What follows belongs to an exercise in optimizing a design on an open flow for small area, a short achievable clock period and few clock cycles; a production flow would make more cautious choices.
Where RTL was checked, it was by simulation tests only, not by an equivalence proof against the original.
No functional check of the RTL was part of runs 1 to 3.
No activity file was given, so power comes from the tool's default toggle rates.

## flow/config.mk

```make
export PLATFORM = sky130hd
export DESIGN_NAME = snn_frame_controller
export DESIGN_NICKNAME = snn_frame_controller
export VERILOG_FILES = /design/flow/design.v
export SDC_FILE = /design/flow/constraint.sdc
export NUM_CORES = 4
export LEC_CHECK = 0
export CAP_MARGIN = 5
export CORE_MARGIN = 2
export CORE_UTILIZATION = 40
export CTS_CLUSTER_DIAMETER = 100
export CTS_CLUSTER_SIZE = 30
export SETUP_SLACK_MARGIN = 2.75
export SLEW_MARGIN = 5
```

## flow/run.sh

```bash
#!/bin/bash
# synth_recipe.tcl (not shown) runs the flow's synth.tcl, then flattens the netlist and writes it again
# the make line also repeats each setting of config.mk as NAME=value (left out here)
make -C /OpenROAD-flow-scripts/flow DESIGN_CONFIG=/design/flow/config.mk WORK_HOME=/design/flow/orfs CLKGATE_MAP_FILE= SYNTH_SCRIPT=/design/flow/synth_recipe.tcl finish
```

## flow/design.v

```verilog
package snn_pkg;
  localparam int unsigned DefaultOutN  = 10;
  localparam int unsigned DefaultDepth = 128;
  localparam int unsigned IDX_W        = $clog2(DefaultOutN);
  localparam int unsigned ADDR_W       = $clog2(DefaultDepth);
endpackage
module spike_count_bank #(
  parameter int unsigned OUT_N = 10,
  parameter int unsigned CNT_W = 7,
  parameter int unsigned IDX_W = $clog2(OUT_N)
) (
  input  logic                 clk,
  input  logic                 first,
  input  logic [OUT_N-1:0]     spikes,    
  output logic [CNT_W-1:0]     max_o,     
  output logic [IDX_W-1:0]     idx_o      
);
  localparam logic [CNT_W-1:0] CntMax = '1;
  logic [OUT_N-1:0][CNT_W-1:0] dist_q, dist_d, dist_b, dist_p, dist_m;
  logic [OUT_N-1:0]            zero_q, zero_d;    
  logic [CNT_W-1:0]            max_q, max_d, max_b;
  logic                        sat_q, sat_d;      
  logic [OUT_N-1:0]            zero_b, one_b, inc;
  logic                        sat_b, up;
  always_comb begin
    for (int k = 0; k < int'(OUT_N); k++) begin
      zero_b[k] = first || zero_q[k];
      one_b[k]  = !first && (dist_q[k] == CNT_W'(1));
      dist_b[k] = first ? '0 : dist_q[k];
    end
    sat_b = !first && sat_q;
    max_b = first ? '0 : max_q;
    up = (|(spikes & zero_b)) && !sat_b;
    for (int k = 0; k < int'(OUT_N); k++) begin
      inc[k] = spikes[k] && !(zero_b[k] && sat_b);
      dist_p[k] = first ? CNT_W'(1) : dist_q[k] + CNT_W'(1);
      dist_m[k] = dist_q[k] - CNT_W'(1);
      if (inc[k]) dist_d[k] = up ? dist_b[k] : dist_m[k];
      else        dist_d[k] = up ? dist_p[k] : dist_b[k];
      zero_d[k] = (zero_b[k] && (up == inc[k])) || (one_b[k] && !up && inc[k]);
    end
    max_d = up ? max_b + CNT_W'(1) : max_b;
    sat_d = up ? (max_b == CntMax - CNT_W'(1)) : sat_b;
  end
  always_ff @(posedge clk) begin
    dist_q <= dist_d;
    zero_q <= zero_d;
    max_q  <= max_d;
    sat_q  <= sat_d;
  end
  always_comb begin
    idx_o = '0;
    for (int k = int'(OUT_N) - 1; k >= 0; k--) begin
      if (zero_q[k]) idx_o = IDX_W'(k);
    end
  end
  assign max_o = max_q;
endmodule
import snn_pkg::*;
module snn_frame_controller #(
  parameter int unsigned IN_W    = 19,
  parameter int unsigned DEPTH   = snn_pkg::DefaultDepth,
  parameter int unsigned OUT_N   = snn_pkg::DefaultOutN,
  parameter int unsigned CNT_W   = 7,
  parameter int unsigned REPEAT  = 4,
  parameter int unsigned NET_LAT = 2
) (
  input  logic                       clk,
  input  logic                       rstn,
  input  logic                       in_valid_i,
  output logic                       in_ready_o,
  input  logic [IN_W-1:0]            in_data_i,
  input  logic                       in_last_i,
  input  logic                       abort_i,
  output logic                       net_valid_o,
  output logic [IN_W-1:0]            net_data_o,
  input  logic [OUT_N-1:0]           spike_i,
  output logic                       result_valid_o,
  input  logic                       result_ready_i,
  output logic [$clog2(OUT_N)-1:0]   result_idx_o,
  output logic [CNT_W-1:0]           result_cnt_o
);
  localparam int unsigned AddrW = $clog2(DEPTH);
  localparam int unsigned IdxW  = $clog2(OUT_N);
  localparam int unsigned PassW = (REPEAT > 2) ? $clog2(REPEAT - 1) : 1;
  localparam int unsigned RowW  = 3;
  localparam int unsigned BlkW  = 2;
  localparam int unsigned BankW = AddrW - RowW - BlkW;
  localparam int unsigned NRow  = 1 << RowW;
  localparam int unsigned NBlk  = 1 << BlkW;
  localparam int unsigned NBank = 1 << BankW;
  localparam int unsigned NBufLo = 1 << RowW;
  localparam int unsigned NBufHi = DEPTH / NBufLo;
  localparam logic [AddrW-1:0] LastPtr  = AddrW'(DEPTH - 1);
  localparam logic [PassW-1:0] LastPass = PassW'(REPEAT - 2);
  typedef enum logic [1:0] {RdHold, RdNext, RdZero} rd_move_e;
  logic              load_q, load_d;       
  logic              busy_q;               
  logic              rdy_q;                
  logic [AddrW-1:0]  wr_q, wr_d;           
  logic              wlast_q, wlast_d;     
  logic [NBufHi-1:0] wgrp_q;               
  logic [NBufLo-1:0] wrow_q;               
  logic [IN_W-1:0]   wd_q;
  logic [AddrW-1:0]  last_q, last_d;       
  logic              fa_q, fa_d;           
  logic [PassW-1:0]  pass_q, pass_d;       
  logic [AddrW-1:0]  rem_q, rem_d;         
  logic              skip_q, skip_d;       
  logic [NRow-1:0]   rrow_q;               
  logic [NRow-1:0]   rrow1_q;              
  logic [NBlk-1:0]   rblk_q;
  logic [NBank-1:0]  rbank_q;
  logic              atl_q, atl_d;         
  rd_move_e          rd_move;
  logic [NBank-1:0][IN_W-1:0] bank_q;      
  logic [NBank-1:0]  sbank_q;              
  logic              pv_q, pv_d;           
  logic              pl_q, pl_d;           
  logic              nv_q, nv_d;           
  logic              nf_q, nf_d;           
  logic              nl_q, nl_d;           
  logic [IN_W-1:0]   nd_q, nd_d;
  logic [NET_LAT:1]  v_q, f_q, l_q;        
  logic              cv_q, cf_q, cl_q;     
  logic [OUT_N-1:0]  sp_q;                 
  logic              fin_q;                
  logic              rv_q;
  logic [IdxW-1:0]   ri_q;
  logic [CNT_W-1:0]  rc_q;
  logic [IN_W-1:0]   mem [DEPTH];
  logic [IN_W-1:0]   rd_word;
  logic              acc, frame_end, last_fetch, fetch, pend, take;
  logic [CNT_W-1:0]  max_w;
  logic [IdxW-1:0]   idx_w;
  assign load_q     = !busy_q;
  assign acc        = load_q && in_valid_i && !abort_i;
  assign frame_end  = in_last_i || wlast_q;
  assign take       = rv_q && result_ready_i && !abort_i;
  assign pend       = (nv_q && nl_q) || (|(v_q & l_q)) || (cv_q && cl_q) || fin_q;
  assign last_fetch = atl_q && (pass_q == LastPass);
  assign fetch      = fa_q && !skip_q && !(last_fetch && (pend || rv_q));
  always_comb begin
    rd_word = '0;
    for (int b = 0; b < int'(NBank); b++) begin
      rd_word = rd_word | (bank_q[b] & {IN_W{sbank_q[b]}});
    end
  end
  always_comb begin
    load_d  = load_q;
    wr_d    = wr_q;
    wlast_d = wlast_q;
    rem_d   = rem_q;
    skip_d  = 1'b0;
    last_d  = last_q;
    fa_d    = fa_q;
    pass_d  = pass_q;
    atl_d   = atl_q;
    rd_move = RdHold;
    pv_d    = 1'b0;
    pl_d    = 1'b0;
    nv_d    = 1'b0;
    nf_d    = 1'b0;
    nl_d    = 1'b0;
    nd_d    = pv_q ? rd_word : in_data_i;
    if (load_q) begin
      rd_move = RdZero;
      if (acc) begin
        nv_d = 1'b1;
        nf_d = (wr_q == '0);
        if (frame_end) begin
          last_d  = wr_q;
          wr_d    = '0;
          wlast_d = 1'b0;
          load_d  = 1'b0;
          fa_d    = 1'b1;
          pass_d  = '0;
          if (wr_q[AddrW-1:1] == '0) begin
            atl_d  = (wr_q == '0);
            rem_d  = wr_q;
            skip_d = (wr_q == '0);
          end else begin
            pv_d    = 1'b1;
            rd_move = RdNext;
            atl_d   = 1'b0;
            rem_d   = wr_q - AddrW'(1);
          end
        end else begin
          wr_d    = wr_q + AddrW'(1);
          wlast_d = (wr_q == LastPtr - AddrW'(1));
        end
      end
    end else begin
      if (!fa_q && !pv_q) load_d = 1'b1;
      if (pv_q) begin
        nv_d = 1'b1;
        nl_d = pl_q;
        if (pl_q) load_d = 1'b1;
      end
      if (fetch) begin
        pv_d = 1'b1;
        pl_d = last_fetch;
        if (atl_q) begin
          rd_move = RdZero;
          atl_d   = (last_q == '0);
          rem_d   = last_q;
          if (pass_q == LastPass) fa_d = 1'b0;
          else                    pass_d = pass_q + PassW'(1);
        end else begin
          rd_move = RdNext;
          atl_d   = (rem_q == AddrW'(1));
          rem_d   = rem_q - AddrW'(1);
        end
      end
    end
    if (abort_i) begin
      load_d  = 1'b1;
      wr_d    = '0;
      wlast_d = 1'b0;
      fa_d    = 1'b0;
      pv_d    = 1'b0;
      nv_d    = 1'b0;
      rd_move = RdZero;
    end
  end
  always_ff @(posedge clk or negedge rstn) begin
    if (!rstn) begin
      busy_q  <= 1'b1;
      rdy_q   <= 1'b0;
      wr_q    <= '0;
      wlast_q <= 1'b0;
      wgrp_q  <= '0;
      fa_q    <= 1'b0;
      pv_q    <= 1'b0;
      nv_q    <= 1'b0;
      nl_q    <= 1'b0;
      v_q     <= '0;
      l_q     <= '0;
      cv_q    <= 1'b0;
      cl_q    <= 1'b0;
      fin_q   <= 1'b0;
      rv_q    <= 1'b0;
    end else begin
      busy_q <= !load_d;
      rdy_q  <= load_d;
      wr_q   <= wr_d;
      wlast_q <= wlast_d;
      wgrp_q <= acc ? NBufHi'(1) << wr_q[AddrW-1:RowW] : '0;
      fa_q   <= fa_d;
      pv_q   <= pv_d;
      nv_q   <= nv_d;
      nl_q   <= nl_d;
      v_q    <= abort_i ? '0 : {v_q[NET_LAT-1:1], nv_q};
      l_q    <= {l_q[NET_LAT-1:1], nl_q};
      cv_q   <= abort_i ? 1'b0 : v_q[NET_LAT];
      cl_q   <= l_q[NET_LAT];
      fin_q  <= !abort_i && cv_q && cl_q;
      rv_q   <= !abort_i && (fin_q || (rv_q && !take));
    end
  end
  always_ff @(posedge clk) begin
    last_q  <= last_d;
    rem_q   <= rem_d;
    skip_q  <= skip_d;
    wrow_q  <= NBufLo'(1) << wr_q[RowW-1:0];
    wd_q    <= in_data_i;
    pass_q  <= pass_d;
    atl_q   <= atl_d;
    pl_q    <= pl_d;
    sbank_q <= rbank_q;
    unique case (rd_move)
      RdNext: begin
        rrow_q  <= {rrow_q[NRow-2:0], rrow_q[NRow-1]};
        rrow1_q <= {rrow1_q[NRow-2:0], rrow1_q[NRow-1]};
        if (rrow_q[NRow-1]) begin
          rblk_q <= {rblk_q[NBlk-2:0], rblk_q[NBlk-1]};
          if (rblk_q[NBlk-1]) rbank_q <= {rbank_q[NBank-2:0], rbank_q[NBank-1]};
        end
      end
      RdZero: begin
        rrow_q  <= NRow'(1);
        rrow1_q <= NRow'(2);
        rblk_q  <= NBlk'(1);
        rbank_q <= NBank'(1);
      end
      default: ;
    endcase
    nf_q    <= nf_d;
    nd_q    <= nd_d;
    f_q     <= {f_q[NET_LAT-1:1], nf_q};
    cf_q    <= f_q[NET_LAT] && v_q[NET_LAT];
    sp_q    <= v_q[NET_LAT] ? spike_i : '0;
    if (fin_q) begin
      ri_q <= idx_w;
      rc_q <= max_w;
    end
  end
  always_ff @(posedge clk) begin
    for (int b = 0; b < int'(NBank); b++) begin
      logic [IN_W-1:0] w;
      w = '0;
      for (int k = 0; k < int'(NBlk); k++) begin
        logic [IN_W-1:0] blk;
        blk = '0;
        for (int r = 0; r < int'(NRow); r++) begin
          blk = blk | (mem[(b * NBlk + k) * NRow + r]
                       & {IN_W{(b < int'(NBank) / 2) ? rrow_q[r] : rrow1_q[(r + 1) % NRow]}});
        end
        w = w | (blk & {IN_W{rblk_q[k]}});
      end
      bank_q[b] <= w;
    end
  end
  always_ff @(posedge clk) begin
    for (int r = 0; r < int'(DEPTH); r++) begin
      if (wgrp_q[r / NBufLo] && wrow_q[r % NBufLo]) mem[r] <= wd_q;
    end
  end
  spike_count_bank #(
    .OUT_N (OUT_N),
    .CNT_W (CNT_W),
    .IDX_W (IdxW)
  ) u_count_bank (
    .clk    (clk),
    .first  (cf_q),
    .spikes (sp_q),
    .max_o  (max_w),
    .idx_o  (idx_w)
  );
  assign in_ready_o     = rdy_q;
  assign net_valid_o    = nv_q;
  assign net_data_o     = nd_q;
  assign result_valid_o = rv_q;
  assign result_idx_o   = ri_q;
  assign result_cnt_o   = rc_q;
endmodule
```

## flow/constraint.sdc

```tcl
create_clock -name core_clock -period 5.0 [get_ports {clk}]
set_input_delay 1.0000 -clock core_clock [delete_from_list [all_inputs] [get_ports {clk}]]
set_output_delay 1.0000 -clock core_clock [all_outputs]
set_load 0.01 [all_outputs]
```

==> results of run 1 <==
cell type report:
| class | instances | share of cell area [%] |
|---|---|---|
| flip-flops and latches | 2752 | 72.2 |
| clock buffers | 181 | 2.62 |
| inverters | 52 | 0.183 |
| clock inverters | 13 | 0.191 |
| diodes | 13 | 0.0292 |
| well taps | 3348 | 3.76 |
| multi-input cells | 2779 | 17.5 |
| repair buffers | 409 | 3.58 |
metal layers:
layer / track usage, % / vias up / routed length [µm]
met5: 0 / - / 53
met4: 7.03 / 8 / 9440
met3: 2.77 / 347 / 21700
met2: 35.5 / 2535 / 141000
met1: 29.7 / 30100 / 116000
li1: - / 24600 / -
power groups by stage:
stage,clock network [mW],logic (mW),registers [mW]
global route,11.8,4.43,26.4
floorplan,0,2.42,26.4
detailed placement,0,3.84,26.8
finish,11.0,4.16,26.3
CTS,11.1,4.03,26.3
global placement,0,3.78,26.8
flip-flops by register name, indices dropped and copies added, names as in the netlist, 4 cells and up:
| name | cells |
|---|---|
| bank_q | 76 |
| last_q | 7 |
| mem | 2432 |
| nd_q | 19 |
| rbank_q | 4 |
| rblk_q | 4 |
| rc_q | 7 |
| rem_q | 7 |
| ri_q | 4 |
| rrow1_q | 8 |
| rrow_q | 8 |
| sbank_q | 4 |
| sp_q | 10 |
| u_count_bank.dist_q | 70 |
| u_count_bank.max_q | 7 |
| u_count_bank.zero_q | 10 |
| wd_q | 19 |
| wgrp_q | 16 |
| wr_q | 7 |
| wrow_q | 8 |
synthesized netlist by cell type (all sizes together) (41+ instances only):
cell,instances,share of area (%)
dfxtp,230,4.6
a21oi,100,0.50
nor2,129,0.48
buf,44,0.22
clkbuf,343,1.3
xnor2,53,0.46
ha,41,0.51
nand2,186,0.69
a41oi,76,0.66
a22oi,1333,9.9
and2,147,0.91
edfxtp,2484,74
nor3,51,0.26
a31oi,46,0.30
inv,52,0.19
nand4,259,1.6
through the flow:
stage	std cells	power (mW)
2_1_floorplan	5970	28.9
4_1_cts	9499	41.4
6_report	9547	41.4
3_3_place_gp	9230	30.6
3_5_place_dp	9230	30.7
5_1_grt	9535	42.6
worst paths after layout:
check	start	to	slack (ps)	cells after the start
worst max register to register	nv_q	rbank_q[3]	2570	10
worst min-delay path	rstn	rv_q	290	1
min in group core_clock	nf_q	f_q[1]	340	0
worst min register to register	nf_q	f_q[1]	340	0
worst max-delay path	in_valid_i	rbank_q[3]	2530	10
max in group asynchronous	rstn	wr_q[4]	4090	1
cell families (layout without fill, tap and decap cells):
logic type	after synthesis	in the layout	synth area share, %
buffers and inverters	439	655	1.69
multiplexers	7	7	0.0720
flip-flops	2752	2752	79.5
other	0	13	0
AND/OR/NAND/NOR	954	954	5.13
XOR/XNOR	68	68	0.591
AO/OA/AOI/OAI	1709	1709	12.5
adder cells (fa/ha/maj)	41	41	0.509
timing repair:
item                       CTS  global route
hold endpoints to repair     0             0
resized for setup          246            72
setup endpoints to repair  428           282
gates cloned                 5             5
pin swaps                   13            18
setup buffers               70            30
==> reports/qor.csv, run 1 <==
stage;metric;value;unit
status;status;timing/DRC/antenna clean;
timing;timing.fmax;405;MHz
synthesis;postSynthRegisterBits;2752;
detailed_routing;wirelength;287;mm
cells_and_area;sequential_cell_area;80300;µm²
detailed_routing;drt_drc;0;
power_and_ir_drop;netSwitchingFraction;25.0;%
cts;clock_sink_count;2752;
power_and_ir_drop;sequentialPowerShare;63.5;%
cts;max-clock-path-buffers;3;
detailed_routing;ant_nets;0;
detailed_routing;detail_route.vias_per_cell;6.03;
cells_and_area;layout-area-overhead-vs-synth;10.3;%
timing;finalHoldWorstSlack;292;ps
setup_path;critical_path_peak_fanout;6;
cells_and_area;final_net_count;6173;
setup_path;cp-start-kind;input port;
power_and_ir_drop;power.net_switching;10.4;mW
synthesis;netlist_area_pre_place;101000;µm²
floorplanning;chipWidth;506;µm
grt;global_route.overflow_total;0;
power_and_ir_drop;cellInternalPower;31.1;mW
detailed_routing;vias;57600;
synthesis;synth-seq-area-share;79.5;%
min_path;hold_path.class;in2async;
floorplanning;initial_core_util;40.2;%
grt;total_routing_usage_reported_by_global_routing;21.6;%
timing;tns;0;ps
power_and_ir_drop;combinationalPowerShare;10.0;%
synthesis;synth_enable_flop_cells;2484;
grt;vias_in_the_first_global_route;55400;
power_and_ir_drop;vdd_drop_max;0.318;mV
synthesis;ys.flop_type;sky130_fd_sc_hd__edfxtp_1;
cts;cts_tree;built;
floorplanning;placementRows;184;
cts;maximum_level_of_the_cts_h_tree;3;
detailed_routing;drt-wirelength-per-cell;30.1;µm
timing;timing_hold_violations_final;0;
power_and_ir_drop;clockPowerShare;26.5;%
timing;rsz0062_at_grt;yes;
setup_path;timing.critical_path.slowest_cell_delay;520;ps
synthesis;synth_fp_nets;6046;
setup_path;cp_cell_sequence;clkdlybuf4s50_1, nand2b_4, nor2_4, o21ai_4, nor2_4, o22ai_4, a21o_1, ha_4, a21oi_4, a21boi_4;
power_and_ir_drop;power.density;372;nW/µm²
timing;timing.final.crit_share;49.3;%
placed_design;buffer_ports.inserted;67;
grt;antenna_found_initial;12;
floorplanning;design.die.area;256000;µm²
cells_and_area;post_route_cells_drive_above_1_share;10.7;%
placed_design;placed_area;106000;µm²
placed_design;dp_hpwl;155;mm
power_and_ir_drop;leakage;34.0;nW
setup_path;worstPathBufferInverterCount;1;
timing;finalClockSkew;47.1;ps
setup_path;critPathKind;in2reg;
cells_and_area;layout_commonest_cell;sky130_fd_sc_hd__edfxtp_1;
cells_and_area;mostFrequentLayoutCells;2484 x sky130_fd_sc_hd__edfxtp_1, 1313 x sky130_fd_sc_hd__a22oi_1, 270 x sky130_fd_sc_hd__buf_4;
setup_path;path_delay_family;compound AO/OA/AOI/OAI gates;
cells_and_area;multi_input_area;19400;µm²
timing;timing.final.crit_period;2470;ps
timing;slew_viol_final;0;
synthesis;synth_async_sr_flop_share;1.38;%
timing;setup_slack;2530;ps
cells_and_area;nFillCells;21800;
cts;clk_latency;830;ps
placed_design;globalplace.congestion;0.876;
floorplanning;die_h;506;µm
detailed_routing;drt_first_iter_violations;7575;
setup_path;end_kind;flop;
setup_path;crit_path_frequent_cell;sky130_fd_sc_hd__nor2_4;
setup_path;required;5510;ps
synthesis;synth.distinct_cells;78;
synthesis;syn_area_per_cell;16.9;µm²
setup_path;critical_path_arrival;2980;ps
placed_design;pre_cts_ws;1370;ps
cts;cts_made_buffers;103;
grt;grt_start_max_net_pins;104;
setup_path;timing.critical_path.slowest_stage_cell;sky130_fd_sc_hd__clkdlybuf4s50_1;
cells_and_area;final_cell_area;111000;µm²
timing;timing.slew.headroom;15.5;%
timing;tightest_slew;1270;ps
cells_and_area;layout.core_utilization;44.3;%
floorplanning;core_region_area;251000;µm²
cts;cts_hold_buf;0;
timing;finalSetupViolations;0;
cts;cts.root.buffer_cell;sky130_fd_sc_hd__clkbuf_16;
floorplanning;number_of_top_level_pins;68;
grt;grt_pass1_wl;405;mm
synthesis;instance_count_of_the_mapped_netlist;5970;
detailed_routing;detail_route.first_pass.iterations;7;
synthesis;yosys_warnings;3;
cts;clkTransAtPathRegs;110;ps
flow_run;max_cap_violations;0;
==> run 2: changes to the inputs <==
--- a/flow/design.v
+++ b/flow/design.v
@@ -101,2 +101,4 @@
   logic              wlast_q, wlast_d;     
+  logic              wz_q, wz_d;           
+  logic              w1_q, w1_d;           
   logic [NBufHi-1:0] wgrp_q;               
@@ -152,2 +154,4 @@
     wlast_d = wlast_q;
+    wz_d    = wz_q;
+    w1_d    = w1_q;
     rem_d   = rem_q;
@@ -169,3 +173,3 @@
         nv_d = 1'b1;
-        nf_d = (wr_q == '0);
+        nf_d = wz_q;
         if (frame_end) begin
@@ -174,2 +178,4 @@
           wlast_d = 1'b0;
+          wz_d    = 1'b1;
+          w1_d    = 1'b0;
           load_d  = 1'b0;
@@ -177,6 +183,6 @@
           pass_d  = '0;
-          if (wr_q[AddrW-1:1] == '0) begin
-            atl_d  = (wr_q == '0);
+          if (wz_q || w1_q) begin
+            atl_d  = wz_q;
             rem_d  = wr_q;
-            skip_d = (wr_q == '0);
+            skip_d = wz_q;
           end else begin
@@ -190,2 +196,4 @@
           wlast_d = (wr_q == LastPtr - AddrW'(1));
+          wz_d    = 1'b0;
+          w1_d    = wz_q;
         end
@@ -219,2 +227,4 @@
       wlast_d = 1'b0;
+      wz_d    = 1'b1;
+      w1_d    = 1'b0;
       fa_d    = 1'b0;
@@ -231,2 +241,4 @@
       wlast_q <= 1'b0;
+      wz_q    <= 1'b1;
+      w1_q    <= 1'b0;
       wgrp_q  <= '0;
@@ -247,2 +259,4 @@
       wlast_q <= wlast_d;
+      wz_q    <= wz_d;
+      w1_q    <= w1_d;
       wgrp_q <= acc ? NBufHi'(1) << wr_q[AddrW-1:RowW] : '0;
--- a/flow/config.mk
+++ b/flow/config.mk
@@ -12,3 +12,3 @@
 export CTS_CLUSTER_SIZE = 30
-export SETUP_SLACK_MARGIN = 2.75
+export SETUP_SLACK_MARGIN = 2.6
 export SLEW_MARGIN = 5
==> run 2 against run 1 <==
Non-clock buffer count shrank 91. Setup slack worse by 17 ps. Sequential power about the same. Total power fell by 0.33%. Fmax decreased by 0.67%. Hold slack worse by 49 ps. First-iteration DRC count decreased by 5.9%. Core utilization fell by 0.41 points. Register-to-register slack lost 20 ps. Count of clock-buffer cells in the layout fell by 2. Synthesized cell count rose by 0.10%.
==> reports/qor.csv, run 2 <==
stage;metric;value;unit
synthesis;synth.mux.area_fraction;0.160;%
grt;grt_pass1_wl;398;mm
cells_and_area;post_route_cells_drive_above_1_share;8.91;%
timing;finalClockSkew;89.0;ps
synthesis;instance_count_of_the_mapped_netlist;5976;
floorplanning;die_h;506;µm
cells_and_area;reg_top3;mem x2432, bank_q x76, u_count_bank.dist_q x70;
cells_and_area;mostFrequentLayoutCells;2484 x sky130_fd_sc_hd__edfxtp_1, 1307 x sky130_fd_sc_hd__a22oi_1, 261 x sky130_fd_sc_hd__nand4_1;
setup_path;end_kind;flop;
power_and_ir_drop;design_power_total;41.3;mW
synthesis;synth_enable_flop_cells;2484;
synthesis;synth_largest_type_area_fraction;73.9;%
synthesis;synth_simple_gate_area_share;5.11;%
synthesis;synth.most_common_cell;sky130_fd_sc_hd__edfxtp_1;
detailed_routing;detail_route.first_pass.iterations;6;
synthesis;netlist_top_cells_count;2484 x sky130_fd_sc_hd__edfxtp_1, 1334 x sky130_fd_sc_hd__a22oi_1, 351 x sky130_fd_sc_hd__clkbuf_1, 261 x sky130_fd_sc_hd__nand4_1, 230 x sky130_fd_sc_hd__dfxtp_1;
cts;cts.root.buffer_cell;sky130_fd_sc_hd__clkbuf_16;
status;status;timing/DRC/antenna clean;
floorplanning;number_of_top_level_pins;68;
floorplanning;chipWidth;506;µm
setup_path;critPathKind;in2reg;
timing;setup_slack;2520;ps
synthesis;synth_fp_nets;6052;
timing;timing_hold_violations_final;0;
cts;clock_sink_count;2754;
power_and_ir_drop;vdd_drop_max;0.367;mV
cells_and_area;final_cell_area;110000;µm²
setup_path;critical_path_arrival;2980;ps
detailed_routing;drt_first_iter_violations;7125;
timing;tns;0;ps
timing;timing.slew.headroom;17.4;%
cts;max-clock-path-buffers;3;
grt;vias_in_the_first_global_route;54600;
synthesis;yosys-top-cells-area;sky130_fd_sc_hd__edfxtp_1 74%, sky130_fd_sc_hd__a22oi_1 9.9%, sky130_fd_sc_hd__dfxtp_1 4.6%, sky130_fd_sc_hd__nand4_1 1.6%, sky130_fd_sc_hd__clkbuf_1 1.3%;
cells_and_area;layout-area-overhead-vs-synth;9.27;%
timing;rsz0062_at_grt;yes;
synthesis;yosys_warnings;3;
detailed_routing;wirelength;280;mm
cells_and_area;multi_input_area;19500;µm²
power_and_ir_drop;power.density;374;nW/µm²
synthesis;synth_largest_area_cell;sky130_fd_sc_hd__edfxtp_1;
synthesis;synth_top_family_by_area;compound AO/OA/AOI/OAI gates;
placed_design;dp.cells;9185;
placed_design;buffer_ports.inserted;67;
timing;tightest_slew;1240;ps
synthesis;netlist_area_pre_place;101000;µm²
placed_design;pre_cts_ws;1140;ps
floorplanning;core_region_area;251000;µm²
cells_and_area;final_net_count;6086;
floorplanning;placementRows;184;
grt;grt_start_max_net_pins;131;
synthesis;postSynthRegisterBits;2754;
cts;cts_hold_buf;0;
setup_path;critical_path_peak_fanout;11;
cells_and_area;fin_cells;9449;
cells_and_area;layout_commonest_cell;sky130_fd_sc_hd__edfxtp_1;
timing;timing.final.crit_period;2480;ps
cells_and_area;sequential_cell_area;80300;µm²
timing;timing.fmax;403;MHz
floorplanning;initial_core_util;40.2;%
synthesis;synth_async_sr_flop_share;1.45;%
power_and_ir_drop;leakage;33.4;nW
placed_design;dp_hpwl;149;mm
cts;cts_made_buffers;105;
setup_path;required;5500;ps
detailed_routing;detail_route.vias_per_cell;6.03;
cells_and_area;largest_register_ffs;2432;
grt;total_routing_usage_reported_by_global_routing;21.1;%
timing;finalSetupViolations;0;
detailed_routing;vias;57000;
cts;clkTransAtPathRegs;120;ps
cts;clk_latency;840;ps
synthesis;synth-xor-area-share;0.624;%
grt;antenna_found_initial;16;
cts;maximum_level_of_the_cts_h_tree;3;
placed_design;placed_area;106000;µm²
cells_and_area;nFillCells;21600;
detailed_routing;drt_drc;0;
min_path;hold_path.class;in2async;
synthesis;ys.flop_type;sky130_fd_sc_hd__edfxtp_1;
synthesis;synth.distinct_cells;83;
setup_path;cp-start-kind;input port;
grt;global_route.overflow_total;0;
cells_and_area;top_register;mem;
synthesis;synth_compound_area_share;12.5;%
timing;slew_viol_final;0;
synthesis;synth-seq-area-share;79.4;%
detailed_routing;ant_nets;0;
placed_design;globalplace.congestion;0.868;
synthesis;synth_adder_area_share;0.508;%
detailed_routing;drt-wirelength-per-cell;29.6;µm
cts;cts_tree;built;
floorplanning;design.die.area;256000;µm²
flow_run;max_cap_violations;0;
synthesis;syn_area_per_cell;16.9;µm²
timing;timing.final.crit_share;49.7;%
run 2: cell types whose count changed in the layout (fill, tap and decap cells not counted), moves of 11 or more:
cell,previous run,this run
sky130_fd_sc_hd__buf_6,25,11
sky130_fd_sc_hd__and2_2,18,7
sky130_fd_sc_hd__dfxtp_1,180,192
sky130_fd_sc_hd__nand2_1,186,172
sky130_fd_sc_hd__a21oi_1,78,96
sky130_fd_sc_hd__nor3_1,49,37
sky130_fd_sc_hd__a21oi_2,16,4
sky130_fd_sc_hd__buf_4,270,198
run 2: worst paths after layout:
path / start / end / slack (ps) / cells past startpoint
max in group asynchronous: rstn / wgrp_q[12] / 4260 / 2
min in group core_clock: nf_q / f_q[1] / 340 / 0
setup / recovery: abort_i / rrow1_q[1] / 2520 / 11
hold reg to reg: nf_q / f_q[1] / 340 / 0
hold / removal: rstn / rdy_q / 240 / 2
setup reg to reg: v_q[1] / rrow1_q[1] / 2550 / 10
run 2: where the power goes:
part | total (mW) | switching (mW) | internal, mW
clock | 11.0 | 6.89 | 4.16
sequential | 26.3 | 0.834 | 25.5
combinational | 3.91 | 2.53 | 1.37
run 2: layout make-up:
cell class,count,share of cell area [%]
diodes,7,0.0159
clock buffers,179,2.65
clock inverters,12,0.245
inverters,49,0.172
multi-input cells,2782,17.6
flip-flops and latches,2754,72.8
well taps,3348,3.80
repair buffers,318,2.71
run 2: layer usage:
metal | wire length (µm) | vias to the layer above | track usage, %
li1 | - | 24400 | -
met1 | 113000 | 29700 | 29.0
met2 | 137000 | 2558 | 34.7
met3 | 21000 | 346 | 2.54
met4 | 9000 | 4 | 7.37
met5 | 27 | - | 0
run 2: timing repair:
item,CTS,global route
resized for setup,209,40
gates cloned,2,2
buffers inserted,44,18
endpoints found under the hold margin,0,0
pin swaps,13,12
setup endpoints to repair,391,121
run 2: kinds of logic after synthesis:
family,Yosys count
flops,2754
compound gates,1708
simple gates,945
buf+inv,441
xor+xnor,72
fa+ha+maj,41
mux,15
run 2: through the flow:
step / hold WS (ps) / utilization (%)
final: 244 / 43.9
after global routing: 273 / 43.9
after CTS: 211 / 43.8
after detailed placement: 312 / 42.3
after global placement: 316 / 42.3
after floorplan: 310 / -
run 2: worst max-delay path, cell delays in order:
cell and delay (ps):
sky130_fd_sc_hd__clkdlybuf4s50_1 400, sky130_fd_sc_hd__buf_4 180, sky130_fd_sc_hd__nor2_4 130, sky130_fd_sc_hd__o21ai_2 90, sky130_fd_sc_hd__inv_2 90, sky130_fd_sc_hd__a21oi_1 60
sky130_fd_sc_hd__or3_4 380, sky130_fd_sc_hd__ha_4 270, sky130_fd_sc_hd__buf_4 140, sky130_fd_sc_hd__clkinvlp_4 80, sky130_fd_sc_hd__buf_6 140
==> run 3: changes to the inputs <==
--- a/flow/config.mk
+++ b/flow/config.mk
@@ -12,3 +12,3 @@
 export CTS_CLUSTER_SIZE = 30
-export SETUP_SLACK_MARGIN = 2.6
+export SETUP_SLACK_MARGIN = 2.5
 export SLEW_MARGIN = 5
==> run 3 against run 2 <==
Still clean. Combinational power barely moved. Sequential share of layout area fell by 0.13 points. Via count rose by 0.15%. Synthesized area did not move. Sequential power barely moved.
==> reports/qor.csv, run 3 <==
stage;metric;value;unit
status;status;timing/DRC/antenna clean;
cells_and_area;final_net_count;6112;
placed_design;dp_hpwl;154;mm
timing;setup_slack;2440;ps
detailed_routing;detail_route.vias_per_cell;6.02;
cells_and_area;nFillCells;21600;
timing;timing.final.crit_share;51.2;%
floorplanning;number_of_top_level_pins;68;
timing;timing.final.crit_period;2560;ps
power_and_ir_drop;leakage;33.6;nW
setup_path;timing.critical_path.slowest_cell_delay;570;ps
cells_and_area;layout-area-overhead-vs-synth;9.45;%
detailed_routing;vias;57100;
setup_path;critical_path_arrival;3250;ps
timing;finalClockSkew;87.0;ps
setup_path;path_delay_family;compound AO/OA/AOI/OAI gates;
cts;maximum_level_of_the_cts_h_tree;3;
power_and_ir_drop;vdd_drop_max;0.362;mV
floorplanning;initial_core_util;40.2;%
timing;finalSetupViolations;0;
cells_and_area;mostFrequentLayoutCells;2484 x sky130_fd_sc_hd__edfxtp_1, 1322 x sky130_fd_sc_hd__a22oi_1, 261 x sky130_fd_sc_hd__nand4_1;
synthesis;yosys_warnings;3;
cells_and_area;top_register;mem;
detailed_routing;route.met3.wl;20.4;mm
timing;rsz0062_at_grt;yes;
detailed_routing;highest_layer;met5;
cells_and_area;post_route_cells_drive_above_1_share;8.40;%
cts;cts_tree;built;
synthesis;synth_top_family_by_area;compound AO/OA/AOI/OAI gates;
synthesis;synth.most_common_cell;sky130_fd_sc_hd__edfxtp_1;
synthesis;synth.mux.area_fraction;0.160;%
timing;timing_hold_violations_final;0;
floorplanning;chipWidth;506;µm
setup_path;required;5690;ps
detailed_routing;detail_route.first_pass.iterations;6;
floorplanning;die_h;506;µm
synthesis;synth.distinct_cells;83;
cts;clock_sink_count;2754;
grt;vias_in_the_first_global_route;55000;
setup_path;crit_path_frequent_cell;sky130_fd_sc_hd__a22oi_1;
synthesis;synth-xor-area-share;0.624;%
floorplanning;placementRows;184;
grt;grt_start_max_net_pins;108;
synthesis;synth_largest_area_cell;sky130_fd_sc_hd__edfxtp_1;
timing;tightest_slew;1280;ps
placed_design;globalplace.congestion;0.881;
setup_path;critPathKind;reg2reg;
timing;slew_viol_final;0;
detailed_routing;ant_nets;0;
detailed_routing;detailroute.wirelength.met2;137;mm
placed_design;buffer_ports.inserted;67;
synthesis;netlist_top_cells_count;2484 x sky130_fd_sc_hd__edfxtp_1, 1334 x sky130_fd_sc_hd__a22oi_1, 351 x sky130_fd_sc_hd__clkbuf_1, 261 x sky130_fd_sc_hd__nand4_1, 230 x sky130_fd_sc_hd__dfxtp_1;
synthesis;postSynthRegisterBits;2754;
placed_design;pre_cts_ws;998;ps
floorplanning;design.die.area;256000;µm²
flow_run;max_cap_violations;0;
cts;cts_made_buffers;105;
synthesis;syn_area_per_cell;16.9;µm²
cells_and_area;layout_commonest_cell;sky130_fd_sc_hd__edfxtp_1;
cts;clkTransAtPathRegs;110;ps
synthesis;synth_adder_area_share;0.508;%
detailed_routing;wl_met1;114;mm
detailed_routing;drt_drc;0;
floorplanning;core_region_area;251000;µm²
grt;total_routing_usage_reported_by_global_routing;21.2;%
power_and_ir_drop;power.density;374;nW/µm²
grt;global_route.overflow_total;0;
synthesis;synth-seq-area-share;79.4;%
detailed_routing;drt_first_iter_violations;7078;
cts;cts.root.buffer_cell;sky130_fd_sc_hd__clkbuf_16;
detailed_routing;wirelength;280;mm
setup_path;end_kind;flop;
synthesis;yosys-top-cells-area;sky130_fd_sc_hd__edfxtp_1 74%, sky130_fd_sc_hd__a22oi_1 9.9%, sky130_fd_sc_hd__dfxtp_1 4.6%, sky130_fd_sc_hd__nand4_1 1.6%, sky130_fd_sc_hd__clkbuf_1 1.3%;
synthesis;synth_enable_flop_cells;2484;
setup_path;timing.critical_path.slowest_stage_cell;sky130_fd_sc_hd__a22oi_1;
cts;cts_hold_buf;0;
synthesis;ys.flop_type;sky130_fd_sc_hd__edfxtp_1;
timing;timing.fmax;391;MHz
synthesis;synth_largest_type_area_fraction;73.9;%
cts;max-clock-path-buffers;3;
setup_path;critical_path_peak_fanout;107;
min_path;hold_path.class;in2async;
synthesis;synth_fp_nets;6052;
synthesis;netlist_area_pre_place;101000;µm²
timing;timing.slew.headroom;14.3;%
timing;tns;0;ps
setup_path;cp-start-kind;flop;
grt;antenna_found_initial;9;
detailed_routing;drt-wirelength-per-cell;29.5;µm
cts;clk_latency;830;ps
synthesis;synth_compound_area_share;12.5;%
synthesis;instance_count_of_the_mapped_netlist;5976;
synthesis;synth_async_sr_flop_share;1.45;%
setup_path;worstPathBufferInverterCount;2;
synthesis;synth_simple_gate_area_share;5.11;%
setup_path;cp_cell_sequence;buf_12, buf_6, a22oi_1, nand4_1, a22oi_1, nand2_1;
cells_and_area;reg_top3;mem x2432, bank_q x76, u_count_bank.dist_q x70;
cells_and_area;largest_register_ffs;2432;
grt;grt_pass1_wl;401;mm
-- run 3: cell counts after synthesis --
Identical to the previous run, type by type.
-- run 3: worst paths after layout --
path | to | slack [ps] | cells past startpoint | startpoint
hold / removal | wgrp_q[8] | 280 | 2 | rstn
setup / recovery | bank_q[27] | 2440 | 6 | rrow_q[0]
setup reg to reg | bank_q[27] | 2440 | 6 | rrow_q[0]
hold reg to reg | f_q[1] | 340 | 0 | nf_q
min in group core_clock | f_q[1] | 340 | 0 | nf_q
max in group asynchronous | fin_q | 4300 | 2 | rstn
-- run 3: logic make-up after synthesis --
group                    Yosys count
buffers and inverters            441
flip-flops                      2754
AND/OR/NAND/NOR                  945
adder cells (fa/ha/maj)           41
AO/OA/AOI/OAI                   1708
multiplexers                      15
XOR/XNOR                          72
-- run 3: layout make-up --
class | count | area, µm² | area share, %
diodes | 11 | 27.5 | 0.0249
clock buffers | 184 | 2960 | 2.67
clock inverters | 15 | 268 | 0.242
inverters | 49 | 195 | 0.177
multi-input cells | 2782 | 19300 | 17.5
flip-flops and latches | 2754 | 80300 | 72.7
well taps | 3348 | 4190 | 3.79
repair buffers | 344 | 3270 | 2.96
-- run 3: layer usage --
layer | up-vias | track usage (%)
met4 | 2 | 6.20
met3 | 302 | 2.83
met5 | - | 0
met2 | 2290 | 35.2
met1 | 30000 | 29.3
li1 | 24500 | -
-- run 3: report_power, final --
part | leakage, nW | switching [mW] | internal (mW)
registers | 24.9 | 0.818 | 25.5
logic | 7.22 | 2.51 | 1.38
clock network | 1.52 | 6.94 | 4.18
-- run 3: timing repair --
| action | CTS | global route |
|---|---|---|
| gates cloned | 2 | 0 |
| buffers inserted | 42 | 14 |
| setup endpoints to repair | 389 | 80 |
| pin swaps | 5 | 4 |
| resized for setup | 75 | 39 |
-- run 3: metrics by stage --
stage	hold slack [ps]	cell area, µm²	power (mW)	utilization, %	cells
6_report	280	111000	41.3	44.0	9487
5_1_grt	318	111000	42.6	44.0	9479
4_1_cts	237	110000	41.4	43.9	9462
3_5_place_dp	315	106000	30.6	42.4	9219
3_3_place_gp	312	106000	30.5	42.4	9219
2_1_floorplan	310	101000	28.9	-	5976
==> run 4: changes to the inputs <==
--- a/flow/design.v
+++ b/flow/design.v
@@ -86,6 +86,5 @@
   localparam int unsigned RowW  = 3;
-  localparam int unsigned BlkW  = 2;
-  localparam int unsigned BankW = AddrW - RowW - BlkW;
-  localparam int unsigned NRow  = 1 << RowW;
-  localparam int unsigned NBlk  = 1 << BlkW;
+  localparam int unsigned SlotW = 5;
+  localparam int unsigned BankW = AddrW - SlotW;
+  localparam int unsigned NSlot = 1 << SlotW;
   localparam int unsigned NBank = 1 << BankW;
@@ -111,5 +110,3 @@
   logic              skip_q, skip_d;       
-  logic [NRow-1:0]   rrow_q;               
-  logic [NRow-1:0]   rrow1_q;              
-  logic [NBlk-1:0]   rblk_q;
+  logic [NSlot-1:0]  rslot_q;              
   logic [NBank-1:0]  rbank_q;
@@ -286,13 +283,7 @@
       RdNext: begin
-        rrow_q  <= {rrow_q[NRow-2:0], rrow_q[NRow-1]};
-        rrow1_q <= {rrow1_q[NRow-2:0], rrow1_q[NRow-1]};
-        if (rrow_q[NRow-1]) begin
-          rblk_q <= {rblk_q[NBlk-2:0], rblk_q[NBlk-1]};
-          if (rblk_q[NBlk-1]) rbank_q <= {rbank_q[NBank-2:0], rbank_q[NBank-1]};
-        end
+        rslot_q <= {rslot_q[NSlot-2:0], rslot_q[NSlot-1]};
+        if (rslot_q[NSlot-1]) rbank_q <= {rbank_q[NBank-2:0], rbank_q[NBank-1]};
       end
       RdZero: begin
-        rrow_q  <= NRow'(1);
-        rrow1_q <= NRow'(2);
-        rblk_q  <= NBlk'(1);
+        rslot_q <= NSlot'(1);
         rbank_q <= NBank'(1);
@@ -315,10 +306,4 @@
       w = '0;
-      for (int k = 0; k < int'(NBlk); k++) begin
-        logic [IN_W-1:0] blk;
-        blk = '0;
-        for (int r = 0; r < int'(NRow); r++) begin
-          blk = blk | (mem[(b * NBlk + k) * NRow + r]
-                       & {IN_W{(b < int'(NBank) / 2) ? rrow_q[r] : rrow1_q[(r + 1) % NRow]}});
-        end
-        w = w | (blk & {IN_W{rblk_q[k]}});
+      for (int k = 0; k < int'(NSlot); k++) begin
+        w = w | (mem[b * NSlot + k] & {IN_W{rslot_q[k]}});
       end
--- a/flow/config.mk
+++ b/flow/config.mk
@@ -9,6 +9,6 @@
 export CORE_MARGIN = 2
-export CORE_UTILIZATION = 40
+export CORE_UTILIZATION = 50
 export CTS_CLUSTER_DIAMETER = 100
 export CTS_CLUSTER_SIZE = 30
-export SETUP_SLACK_MARGIN = 2.5
+export SETUP_SLACK_MARGIN = 2.6
 export SLEW_MARGIN = 5
==> run 4 against run 3 <==
Global-route usage is 12 points higher. Count of clock-buffer cells in the layout shrank 2. Fmax is 3.5% higher. Non-clock buffer count rose by 22. Register-to-register slack improved by 90 ps. Critical path depth fell by 1. Combinational power is 31% higher. Total power grew 3.5%. First-iteration DRC count increased by 51%.
==> reports/qor.csv, run 4 <==
stage;metric;value;unit
cts;clk_latency;830;ps
placed_design;buffer_ports.inserted;67;
setup_path;end_kind;flop;
cts;cts_hold_buf;0;
synthesis;postSynthRegisterBits;2766;
detailed_routing;ant_nets;0;
cells_and_area;post_route_cells_drive_above_1_share;9.96;%
power_and_ir_drop;leakage;34.2;nW
detailed_routing;drt-wirelength-per-cell;39.5;µm
cts;max-clock-path-buffers;3;
synthesis;synth.most_common_cell;sky130_fd_sc_hd__edfxtp_1;
cts;clkTransAtPathRegs;120;ps
grt;global_route.overflow_total;0;
cells_and_area;layout-area-overhead-vs-synth;8.76;%
flow_run;max_cap_violations;0;
min_path;min_to;f_q[1];
grt;grt_pass1_wl;465;mm
cells_and_area;sequential_cell_area;80700;µm²
detailed_routing;drt_drc;0;
placed_design;dp_hpwl;168;mm
synthesis;yosys_warnings;3;
timing;rsz0062_at_grt;yes;
placed_design;globalplace.congestion;0.842;
power_and_ir_drop;combinationalPowerShare;11.9;%
cells_and_area;largest_register_ffs;2432;
detailed_routing;drt_first_iter_violations;10700;
cts;cts_tree;built;
cells_and_area;layout_commonest_cell;sky130_fd_sc_hd__edfxtp_1;
setup_path;critPathKind;reg2reg;
cells_and_area;top_register;mem;
timing;tightest_slew;1360;ps
floorplanning;placementRows;165;
power_and_ir_drop;clockPowerShare;26.3;%
floorplanning;core_region_area;201000;µm²
power_and_ir_drop;power.density;389;nW/µm²
detailed_routing;detail_route.vias_per_cell;7.00;
power_and_ir_drop;sequentialPowerShare;61.8;%
synthesis;syn_area_per_cell;17.3;µm²
floorplanning;chipWidth;454;µm
timing;timing_hold_violations_final;0;
cts;clock_sink_count;2766;
power_and_ir_drop;design_power_total;42.8;mW
cts;cts.root.buffer_cell;sky130_fd_sc_hd__clkbuf_16;
synthesis;ys.flop_type;sky130_fd_sc_hd__edfxtp_1;
min_path;hold_path.class;reg2reg;
cells_and_area;mostFrequentLayoutCells;2496 x sky130_fd_sc_hd__edfxtp_1, 954 x sky130_fd_sc_hd__a22oi_1, 230 x sky130_fd_sc_hd__buf_4;
grt;vias_in_the_first_global_route;56900;
timing;slew_viol_final;0;
setup_path;required;5680;ps
cells_and_area;reg_top3;mem x2432, bank_q x76, u_count_bank.dist_q x70;
power_and_ir_drop;vdd_drop_max;0.295;mV
synthesis;netlist_top_cells_count;2496 x sky130_fd_sc_hd__edfxtp_1, 954 x sky130_fd_sc_hd__a22oi_1, 250 x sky130_fd_sc_hd__clkbuf_1, 230 x sky130_fd_sc_hd__dfxtp_1, 199 x sky130_fd_sc_hd__nand3_1;
setup_path;r2r_setup_slack;2530;ps
cells_and_area;final_net_count;6044;
synthesis;synth.distinct_cells;92;
timing;timing.final.crit_share;49.4;%
timing;timing.fmax;405;MHz
setup_path;critical_path_arrival;3150;ps
cts;maximum_level_of_the_cts_h_tree;3;
power_and_ir_drop;netSwitchingFraction;26.0;%
synthesis;synth_async_sr_flop_share;1.45;%
floorplanning;initial_core_util;50.1;%
setup_path;cp-start-kind;flop;
synthesis;netlist_area_pre_place;101000;µm²
min_path;worst_hold_path.num_cells;0;
detailed_routing;detail_route.first_pass.iterations;6;
setup_path;worstReg2RegStart;rslot_q[4];
cells_and_area;nFillCells;15900;
timing;tns;0;ps
detailed_routing;wirelength;345;mm
power_and_ir_drop;cellInternalPower;31.6;mW
floorplanning;number_of_top_level_pins;68;
timing;finalSetupViolations;0;
min_path;worst_hold_startpoint;nf_q;
power_and_ir_drop;power.net_switching;11.1;mW
timing;finalClockSkew;37.0;ps
synthesis;synth_enable_flop_cells;2496;
timing;timing.final.crit_period;2470;ps
detailed_routing;vias;61200;
setup_path;critical_path_peak_fanout;62;
synthesis;synth_fp_nets;5929;
synthesis;synth_largest_type_area_fraction;74.2;%
timing;timing.slew.headroom;9.04;%
grt;antenna_found_initial;8;
floorplanning;die_h;454;µm
setup_path;regToRegEndpoint;bank_q[47];
grt;grt_start_max_net_pins;129;
status;status;timing/DRC/antenna clean;
grt;total_routing_usage_reported_by_global_routing;32.8;%
synthesis;yosys-top-cells-area;sky130_fd_sc_hd__edfxtp_1 74%, sky130_fd_sc_hd__a22oi_1 7.1%, sky130_fd_sc_hd__dfxtp_1 4.6%, sky130_fd_sc_hd__a221oi_1 1.4%, sky130_fd_sc_hd__a22o_1 1.3%;
floorplanning;design.die.area;206000;µm²
synthesis;synth-seq-area-share;79.7;%
synthesis;synth_largest_area_cell;sky130_fd_sc_hd__edfxtp_1;
cells_and_area;multi_input_area;19100;µm²
setup_path;worst_r2r_path_depth;5;
synthesis;instance_count_of_the_mapped_netlist;5853;
cts;cts_made_buffers;104;
## run 4: changes by cell type after synthesis, sizes merged, moves of 17 or more
cell	change
nor2b	+17
nand4	-83
clkbuf	-100
a41oi	-75
buf	+68
or4	+75
a22o	+151
a22oi	-379
nand3	+152
a21oi	-62
nand2	-78
a221oi	+155
o21ai	+20
## run 4: final cells by class
| cell class | count | share of cell area, % |
|---|---|---|
| multi-input cells | 2682 | 17.4 |
| flip-flops and latches | 2766 | 73.4 |
| diodes | 5 | 0.0114 |
| repair buffers | 366 | 3.08 |
| clock buffers | 182 | 2.74 |
| repair inverters | 1 | 0.00683 |
| well taps | 2672 | 3.04 |
| inverters | 47 | 0.169 |
| clock inverters | 11 | 0.149 |
## run 4: repair_timing
item,in CTS,in global routing
pin swaps,10,16
cloned,4,1
buffers inserted,44,17
endpoints found under the setup margin,309,141
hold endpoints to repair,0,0
gates resized for setup,222,64
## run 4: metal layers
metal | vias up | global-route usage [%] | share of wire (%)
met2 | 4354 | 50.7 | 46
met4 | 6 | 12.7 | 4.8
li1 | 24100 | - | -
met1 | 31900 | 46.4 | 38
met5 | - | 0 | 0.011
met3 | 779 | 6.15 | 12
## run 4: cells by family after synthesis
kind of cell	Yosys count	synth area share, %
fa+ha+maj	50	0.597
compound gates	1503	11.5
flops	2766	79.7
simple gates	1041	5.80
mux	11	0.114
buf+inv	407	1.65
xor+xnor	75	0.650
## run 4: stage by stage
stage | area (µm²) | hold slack, ps | setup WS (ps) | cells | utilization (%)
after floorplan | 101000 | 310 | 2010 | 5853 | -
after global placement | 106000 | 312 | 1040 | 8468 | 52.5
after detailed placement | 106000 | 312 | 992 | 8468 | 52.5
after CTS | 109000 | 340 | 2550 | 8709 | 54.3
after global routing | 110000 | 350 | 2470 | 8727 | 54.5
final | 110000 | 338 | 2530 | 8732 | 54.5
## run 4: power groups by stage
stage          Sequential (mW)  Clock (mW)  Combinational, mW
2_1_floorplan             26.6           0               2.94
3_3_place_gp              26.9           0               4.71
4_1_cts                   26.4        11.3               4.89
6_report                  26.4        11.2               5.10
3_5_place_dp              26.9           0               4.77
5_1_grt                   26.5        12.0               5.33
## run 4: how the worst max path moves through the flow
stage / slack [ps] / cells past startpoint / from / end
after CTS: 2550 / 1 / nd_q[7] / net_data_o[7]
after global routing: 2470 / 9 / l_q[1] / rslot_q[28]
final: 2530 / 5 / rslot_q[4] / bank_q[47]
after floorplan: 2010 / 9 / in_valid_i / rslot_q[0]
after detailed placement: 990 / 8 / abort_i / rslot_q[5]
after global placement: 1040 / 8 / abort_i / rslot_q[30]
## run 4: critical path: stages, from the launching register on
cell,delay [ps]
sky130_fd_sc_hd__edfxtp_1,460
sky130_fd_sc_hd__buf_12,200
sky130_fd_sc_hd__a22o_1,410
sky130_fd_sc_hd__a221oi_1,250
sky130_fd_sc_hd__nand3_1,110
sky130_fd_sc_hd__or4_4,560
Testbench counts of run 4, summed over its fixed seeds: cycles 45,152.
==> run 5: changes to the inputs <==
--- a/flow/config.mk
+++ b/flow/config.mk
@@ -9,3 +9,3 @@
 export CORE_MARGIN = 2
-export CORE_UTILIZATION = 50
+export CORE_UTILIZATION = 40
 export CTS_CLUSTER_DIAMETER = 100
==> run 5 against run 4 <==
Combinational power rose by 1%. Core utilization fell by 10 points. Global-route usage fell by 6.9 points. Via count is 0.60% lower. Final area up 0.94%. Sequential power about the same. First-iteration DRC count decreased by 2.1%. Fmax grew 1.2%. Clock skew increased by 70 ps.
==> reports/qor.csv, run 5 <==
stage;metric;value;unit
cells_and_area;post_route_cells_drive_above_1_share;10.5;%
setup_path;r2r_setup_slack;2600;ps
setup_path;required;4000;ps
floorplanning;placementRows;184;
synthesis;syn_area_per_cell;17.3;µm²
cells_and_area;fin_cells;9453;
power_and_ir_drop;vdd_drop_max;0.317;mV
cells_and_area;layout_commonest_cell;sky130_fd_sc_hd__edfxtp_1;
detailed_routing;drt_drc;0;
setup_path;timing.critical_path.slowest_cell_delay;480;ps
cts;cts.root.buffer_cell;sky130_fd_sc_hd__clkbuf_16;
detailed_routing;ant_nets;0;
timing;timing.fmax;409;MHz
cells_and_area;reg_top3;mem x2432, bank_q x76, u_count_bank.dist_q x70;
detailed_routing;detail_route.vias_per_cell;6.43;
setup_path;path_delay_family;flip-flops;
timing;timing.slew.headroom;9.46;%
synthesis;ys.flop_type;sky130_fd_sc_hd__edfxtp_1;
power_and_ir_drop;leakage;34.4;nW
synthesis;synth_largest_area_cell;sky130_fd_sc_hd__edfxtp_1;
flow_run;max_cap_violations;0;
grt;grt_pass1_wl;463;mm
setup_path;critical_path_arrival;1440;ps
detailed_routing;drt_first_iter_violations;10500;
setup_path;critPathKind;reg2out;
cells_and_area;layout.core_utilization;44.2;%
synthesis;synth-seq-area-share;79.7;%
timing;rsz0062_at_grt;yes;
grt;total_routing_usage_reported_by_global_routing;25.9;%
floorplanning;number_of_top_level_pins;68;
cts;cts_hold_buf;0;
cts;clkTransAtPathRegs;120;ps
grt;global_route.overflow_total;0;
setup_path;end_kind;output pin;
synthesis;synth_enable_flop_cells;2496;
placed_design;globalplace.congestion;0.859;
timing;timing.final.crit_share;48.9;%
timing;slew_viol_final;0;
grt;antenna_found_initial;11;
synthesis;postSynthRegisterBits;2766;
status;status;timing/DRC/antenna clean;
floorplanning;core_region_area;251000;µm²
min_path;hold_path.class;in2async;
placed_design;buffer_ports.inserted;67;
cts;cts_tree;built;
grt;grt_start_max_net_pins;129;
synthesis;synth_largest_type_area_fraction;74.2;%
timing;tightest_slew;1360;ps
detailed_routing;drt-wirelength-per-cell;36.4;µm
placed_design;dp_hpwl;174;mm
synthesis;synth_fp_nets;5929;
synthesis;synth.distinct_cells;92;
timing;finalClockSkew;107;ps
power_and_ir_drop;power.density;385;nW/µm²
cells_and_area;largest_register_ffs;2432;
setup_path;cp-start-kind;flop;
setup_path;cp_cell_sequence;buf_6;
detailed_routing;detail_route.first_pass.iterations;8;
synthesis;netlist_area_pre_place;101000;µm²
setup_path;regToRegEndpoint;bank_q[21];
setup_path;timing.critical_path.slowest_stage_cell;sky130_fd_sc_hd__dfxtp_4;
grt;vias_in_the_first_global_route;57000;
floorplanning;design.die.area;257000;µm²
setup_path;worst_r2r_path_depth;5;
synthesis;netlist_top_cells_count;2496 x sky130_fd_sc_hd__edfxtp_1, 954 x sky130_fd_sc_hd__a22oi_1, 250 x sky130_fd_sc_hd__clkbuf_1, 230 x sky130_fd_sc_hd__dfxtp_1, 199 x sky130_fd_sc_hd__nand3_1;
setup_path;worstPathBufferInverterCount;1;
cts;maximum_level_of_the_cts_h_tree;3;
synthesis;yosys-top-cells-area;sky130_fd_sc_hd__edfxtp_1 74%, sky130_fd_sc_hd__a22oi_1 7.1%, sky130_fd_sc_hd__dfxtp_1 4.6%, sky130_fd_sc_hd__a221oi_1 1.4%, sky130_fd_sc_hd__a22o_1 1.3%;
cells_and_area;top_register;mem;
synthesis;yosys_warnings;3;
cells_and_area;sequential_cell_area;80700;µm²
synthesis;synth.most_common_cell;sky130_fd_sc_hd__edfxtp_1;
cts;clk_latency;870;ps
detailed_routing;wirelength;344;mm
timing;tns;0;ps
setup_path;critical_path_peak_fanout;1;
cells_and_area;mostFrequentLayoutCells;2496 x sky130_fd_sc_hd__edfxtp_1, 953 x sky130_fd_sc_hd__a22oi_1, 291 x sky130_fd_sc_hd__buf_4;
cells_and_area;layout-area-overhead-vs-synth;9.78;%
setup_path;worstReg2RegStart;rslot_q[0];
synthesis;synth_async_sr_flop_share;1.45;%
timing;finalSetupViolations;0;
placed_design;dp.cells;9169;
detailed_routing;vias;60800;
cells_and_area;final_net_count;6093;
timing;timing.final.crit_period;2440;ps
cts;max-clock-path-buffers;3;
cts;clock_sink_count;2766;
timing;timing_hold_violations_final;0;
floorplanning;die_h;507;µm
cts;cts_made_buffers;104;
floorplanning;chipWidth;507;µm
synthesis;instance_count_of_the_mapped_netlist;5853;
floorplanning;initial_core_util;40.2;%
cells_and_area;multi_input_area;19100;µm²
cells_and_area;nFillCells;21600;
## run 5: worst max-delay path by stage
| stage | startpoint | to | slack, ps | cells after the start |
|---|---|---|---|---|
| 2_1_floorplan | in_valid_i | rslot_q[0] | 2010 | 9 |
| 3_3_place_gp | abort_i | rslot_q[14] | 980 | 8 |
| 3_5_place_dp | abort_i | rslot_q[3] | 960 | 8 |
| 4_1_cts | nd_q[3] | net_data_o[3] | 2540 | 1 |
| 5_1_grt | sp_q[2] | u_count_bank.dist_q[20] | 2520 | 8 |
| 6_report | nd_q[3] | net_data_o[3] | 2560 | 1 |
## run 5: final cells by class
type / count / share of cell area (%)
clock buffers: 172 / 2.59
repair inverters: 1 / 0.00677
repair buffers: 416 / 3.32
multi-input cells: 2681 / 17.2
flip-flops and latches: 2766 / 72.7
diodes: 8 / 0.0180
clock inverters: 14 / 0.197
inverters: 47 / 0.162
well taps: 3348 / 3.78
## run 5: worst register-to-register path, cell delays in order (launching register included)
cell and delay, ps:
sky130_fd_sc_hd__edfxtp_1 440, sky130_fd_sc_hd__buf_12 330, sky130_fd_sc_hd__buf_8 320, sky130_fd_sc_hd__a221oi_1 350, sky130_fd_sc_hd__nand3_1 210, sky130_fd_sc_hd__or4_4 600
## run 5: kinds of logic (layout without fill, tap and decap cells)
group | Yosys count | count (layout) | share of synthesized area, %
flip-flops | 2766 | 2766 | 79.7
AND/OR/NAND/NOR | 1041 | 1041 | 5.80
other | 0 | 8 | 0
adder cells (fa/ha/maj) | 50 | 50 | 0.597
buffers and inverters | 407 | 650 | 1.65
multiplexers | 11 | 11 | 0.114
XOR/XNOR | 75 | 75 | 0.650
AO/OA/AOI/OAI | 1503 | 1504 | 11.5
## run 5: timing repair
action / in CTS / in global routing
pin swaps: 11 / 15
setup endpoints to repair: 320 / 102
buffers inserted: 60 / 25
cloned: 2 / 3
resized for setup: 205 / 56
## run 5: per-layer routing
metal | GRT usage (%) | routed length [µm] | vias up
li1 | - | - | 24200
met1 | 35.1 | 127000 | 31600
met2 | 40.6 | 158000 | 4215
met3 | 5.00 | 41000 | 759
met4 | 11.3 | 17200 | 4
met5 | 0 | 23 | -
## run 5: power by group
| part | switching, mW | internal (mW) | total, mW | leakage (nW) |
|---|---|---|---|---|
| registers | 0.818 | 25.6 | 26.4 | 25.0 |
| clock network | 7.02 | 4.07 | 11.1 | 1.47 |
| logic | 3.37 | 1.78 | 5.15 | 7.98 |
## run 5: metrics by stage
step	instance area [µm²]	worst slack, ps	hold WS, ps	total power, mW
finish	111000	2560	265	42.7
global route	111000	2520	293	43.7
CTS	110000	2540	238	42.5
detailed placement	107000	963	312	31.7
global placement	107000	979	318	31.6
floorplan	101000	2010	310	29.5
==> run 6: changes to the inputs <==
--- a/flow/config.mk
+++ b/flow/config.mk
@@ -10,5 +10,5 @@
 export CORE_UTILIZATION = 40
-export CTS_CLUSTER_DIAMETER = 100
-export CTS_CLUSTER_SIZE = 30
-export SETUP_SLACK_MARGIN = 2.6
+export CTS_CLUSTER_DIAMETER = 90
+export CTS_CLUSTER_SIZE = 25
+export SETUP_SLACK_MARGIN = 2.65
 export SLEW_MARGIN = 5
==> run 6 against run 5 <==
Synthesized area is the same. Cell count increased by 0.45%. Setup slack gained 2.1 ps. Via count up 1.7%. Largest cell class unchanged. Critical endpoint is now rslot_q[9].
==> reports/qor.csv, run 6 <==
stage;metric;value;unit
status;status;timing/DRC/antenna clean;
detailed_routing;drt-wirelength-per-cell;36.9;µm
detailed_routing;drt_drc;0;
timing;timing.fmax;410;MHz
power_and_ir_drop;vdd_drop_max;0.412;mV
cts;clock_sink_count;2766;
floorplanning;core_region_area;251000;µm²
synthesis;instance_count_of_the_mapped_netlist;5853;
placed_design;globalplace.congestion;0.859;
timing;tns;0;ps
placed_design;dp_hpwl;174;mm
setup_path;critPathKind;in2reg;
cells_and_area;layout-area-overhead-vs-synth;11.0;%
timing;slew_viol_final;0;
cts;max-clock-path-buffers;3;
cts;clk_latency;860;ps
grt;grt_pass1_wl;468;mm
floorplanning;initial_core_util;40.2;%
floorplanning;chipWidth;507;µm
cts;clkTransAtPathRegs;100;ps
cells_and_area;sequential_cell_area;80700;µm²
synthesis;netlist_top_cells_count;2496 x sky130_fd_sc_hd__edfxtp_1, 954 x sky130_fd_sc_hd__a22oi_1, 250 x sky130_fd_sc_hd__clkbuf_1, 230 x sky130_fd_sc_hd__dfxtp_1, 199 x sky130_fd_sc_hd__nand3_1;
timing;tightest_slew;1370;ps
synthesis;netlist_area_pre_place;101000;µm²
timing;finalSetupViolations;0;
cells_and_area;layout_commonest_cell;sky130_fd_sc_hd__edfxtp_1;
setup_path;required;5610;ps
detailed_routing;wirelength;351;mm
cts;cts_made_buffers;132;
grt;antenna_found_initial;17;
synthesis;synth_async_sr_flop_share;1.45;%
cts;cts_hold_buf;0;
setup_path;critical_path_peak_fanout;13;
timing;rsz0062_at_grt;yes;
synthesis;synth.most_common_cell;sky130_fd_sc_hd__edfxtp_1;
synthesis;ys.flop_type;sky130_fd_sc_hd__edfxtp_1;
cts;cts.root.buffer_cell;sky130_fd_sc_hd__clkbuf_16;
synthesis;synth_enable_flop_cells;2496;
cells_and_area;mostFrequentLayoutCells;2496 x sky130_fd_sc_hd__edfxtp_1, 952 x sky130_fd_sc_hd__a22oi_1, 278 x sky130_fd_sc_hd__buf_4;
cells_and_area;layout.core_utilization;44.6;%
cells_and_area;nFillCells;21500;
floorplanning;placementRows;184;
cells_and_area;reg_top3;mem x2432, bank_q x76, u_count_bank.dist_q x70;
cells_and_area;top_register;mem;
grt;global_route.overflow_total;0;
cts;maximum_level_of_the_cts_h_tree;4;
synthesis;yosys-top-cells-area;sky130_fd_sc_hd__edfxtp_1 74%, sky130_fd_sc_hd__a22oi_1 7.1%, sky130_fd_sc_hd__dfxtp_1 4.6%, sky130_fd_sc_hd__a221oi_1 1.4%, sky130_fd_sc_hd__a22o_1 1.3%;
synthesis;synth_largest_area_cell;sky130_fd_sc_hd__edfxtp_1;
timing;timing.final.crit_period;2440;ps
cells_and_area;final_net_count;6124;
min_path;hold_path.class;in2async;
synthesis;synth_largest_type_area_fraction;74.2;%
synthesis;synth-seq-area-share;79.7;%
cells_and_area;multi_input_area;19100;µm²
power_and_ir_drop;design_power_total;44.4;mW
detailed_routing;vias;61800;
setup_path;critical_path_arrival;3050;ps
grt;grt_start_max_net_pins;129;
flow_run;max_cap_violations;0;
detailed_routing;ant_nets;0;
cells_and_area;largest_register_ffs;2432;
synthesis;synth.distinct_cells;92;
timing;timing.slew.headroom;8.94;%
setup_path;cp-start-kind;input port;
power_and_ir_drop;power.density;396;nW/µm²
floorplanning;design.die.area;257000;µm²
placed_design;buffer_ports.inserted;67;
detailed_routing;drt_first_iter_violations;10900;
synthesis;postSynthRegisterBits;2766;
grt;total_routing_usage_reported_by_global_routing;26.2;%
floorplanning;number_of_top_level_pins;68;
detailed_routing;detail_route.vias_per_cell;6.51;
cells_and_area;post_route_cells_drive_above_1_share;11.4;%
power_and_ir_drop;leakage;35.0;nW
timing;timing.final.crit_share;48.8;%
setup_path;end_kind;flop;
detailed_routing;detail_route.first_pass.iterations;6;
synthesis;syn_area_per_cell;17.3;µm²
synthesis;yosys_warnings;3;
timing;finalClockSkew;37.7;ps
synthesis;synth_fp_nets;5929;
timing;timing_hold_violations_final;0;
grt;vias_in_the_first_global_route;57300;
cts;cts_tree;built;
floorplanning;die_h;507;µm
run 6: changes by cell type in the layout (fill, tap and decap cells not counted), sizes merged:
cell and delta:
bufbuf +2, bufinv +4, inv +2, clkinvlp +1, clkinv +4, clkbuf +30
run 6: final timing paths:
kind	depth (start not counted)	from	endpoint	slack, ps
setup / recovery	11	in_valid_i	rslot_q[9]	2560
hold / removal	2	rstn	v_q[2]	210
setup reg to reg	10	v_q[1]	rslot_q[9]	2580
hold reg to reg	0	f_q[1]	f_q[2]	340
max in group asynchronous	2	rstn	pv_q	4320
min in group core_clock	0	f_q[1]	f_q[2]	340
run 6: cell type report:
type                    instances  area share, %
clock buffers                 201           3.27
well taps                    3348           3.74
diodes                          8         0.0179
flip-flops and latches       2766           72.0
repair buffers                419           3.49
repair inverters                1        0.00670
clock inverters                25          0.310
inverters                      47          0.161
multi-input cells            2681           17.0
run 6: cell families (layout without fill, tap and decap cells):
family          after synthesis  in the layout  share of synthesized area (%)
flops                      2766           2766                           79.7
compound gates             1503           1504                           11.5
simple gates               1041           1041                           5.80
buf+inv                     407            693                           1.65
xor+xnor                     75             75                          0.650
fa+ha+maj                    50             50                          0.597
mux                          11             11                          0.114
other cells                   0              8                              0
run 6: stage by stage:
stage               hold slack [ps]  instance area [µm²]  instances  worst slack [ps]
CTS                             184               112000       9469              2530
floorplan                       310               101000       5853              2010
finish                          215               112000       9496              2560
global route                    239               112000       9490              2490
detailed placement              312               107000       9169               963
global placement                318               107000       9169               979
run 6: metal layers:
layer  global-route usage (%)  vias to the layer above  share of wire [%]
met1                     35.3                    32200                 37
li1                         -                    24300                  -
met4                     11.7                        2                5.0
met2                     41.0                     4602                 46
met5                        0                        -             0.0023
met3                     5.65                      744                 13
run 6: power breakdown:
| part | switching, mW | internal [mW] |
|---|---|---|
| Clock | 7.32 | 5.40 |
| Combinational | 3.45 | 1.83 |
| Sequential | 0.825 | 25.6 |
| Total | 11.6 | 32.8 |
run 6: what timing repair did:
item | 4_1_cts | 5_1_grt
cloned | 6 | 5
setup buffers | 68 | 14
pin swaps | 14 | 5
setup endpoints to repair | 360 | 134
gates resized for setup | 253 | 49
run 6: critical path, stage by stage:
cell and delay, ps:
sky130_fd_sc_hd__clkdlybuf4s50_1 510, sky130_fd_sc_hd__nand2b_4 110, sky130_fd_sc_hd__nor2_4 190, sky130_fd_sc_hd__o21ai_2 120, sky130_fd_sc_hd__inv_2 80, sky130_fd_sc_hd__a21boi_2 70, sky130_fd_sc_hd__or2_4 300, sky130_fd_sc_hd__ha_4 290
sky130_fd_sc_hd__buf_6 110, sky130_fd_sc_hd__clkinvlp_4 100, sky130_fd_sc_hd__buf_12 160

==> afterwards: timing with drivers on the ports <==
The results above use ideal ports. As a check the final layouts listed here were re-extracted and re-timed, cells and wires unchanged. Step 1 assumes that a clkbuf_16 drives the clock port and a buf_2 every other input. Step 2, shift: input delay + t, output delay - t, t = (earliest + latest rising clock arrival at the registers) / 2. This alone moves slack from input paths to output paths. Three values: ideal, step 1, step 2; two values: the first two.
run	shift t [ns]	setup slack, ns	slew at the worst register clock pin (ns)	worst data-port slew with drivers (ns)
run 1	0.906	2.533 / 2.560 / 1.699	0.12 / 0.12	0.07
run 2	0.891	2.516 / 2.532 / 1.697	0.12 / 0.12	0.07
run 3	0.888	2.442 / 2.442 / 1.804	0.12 / 0.12	0.06
run 4	0.895	2.528 / 2.473 / 1.799	0.12 / 0.12	0.04
run 5	0.921	2.557 / 2.455 / 1.760	0.12 / 0.12	0.12
run 6	0.946	2.559 / 2.469 / 1.671	0.11 / 0.11	0.11
After both steps setup and hold are still met in every run listed. For run 6, which loses most, drivers alone change the setup slack by -0.090 ns; drivers and shift together by -0.888 ns.
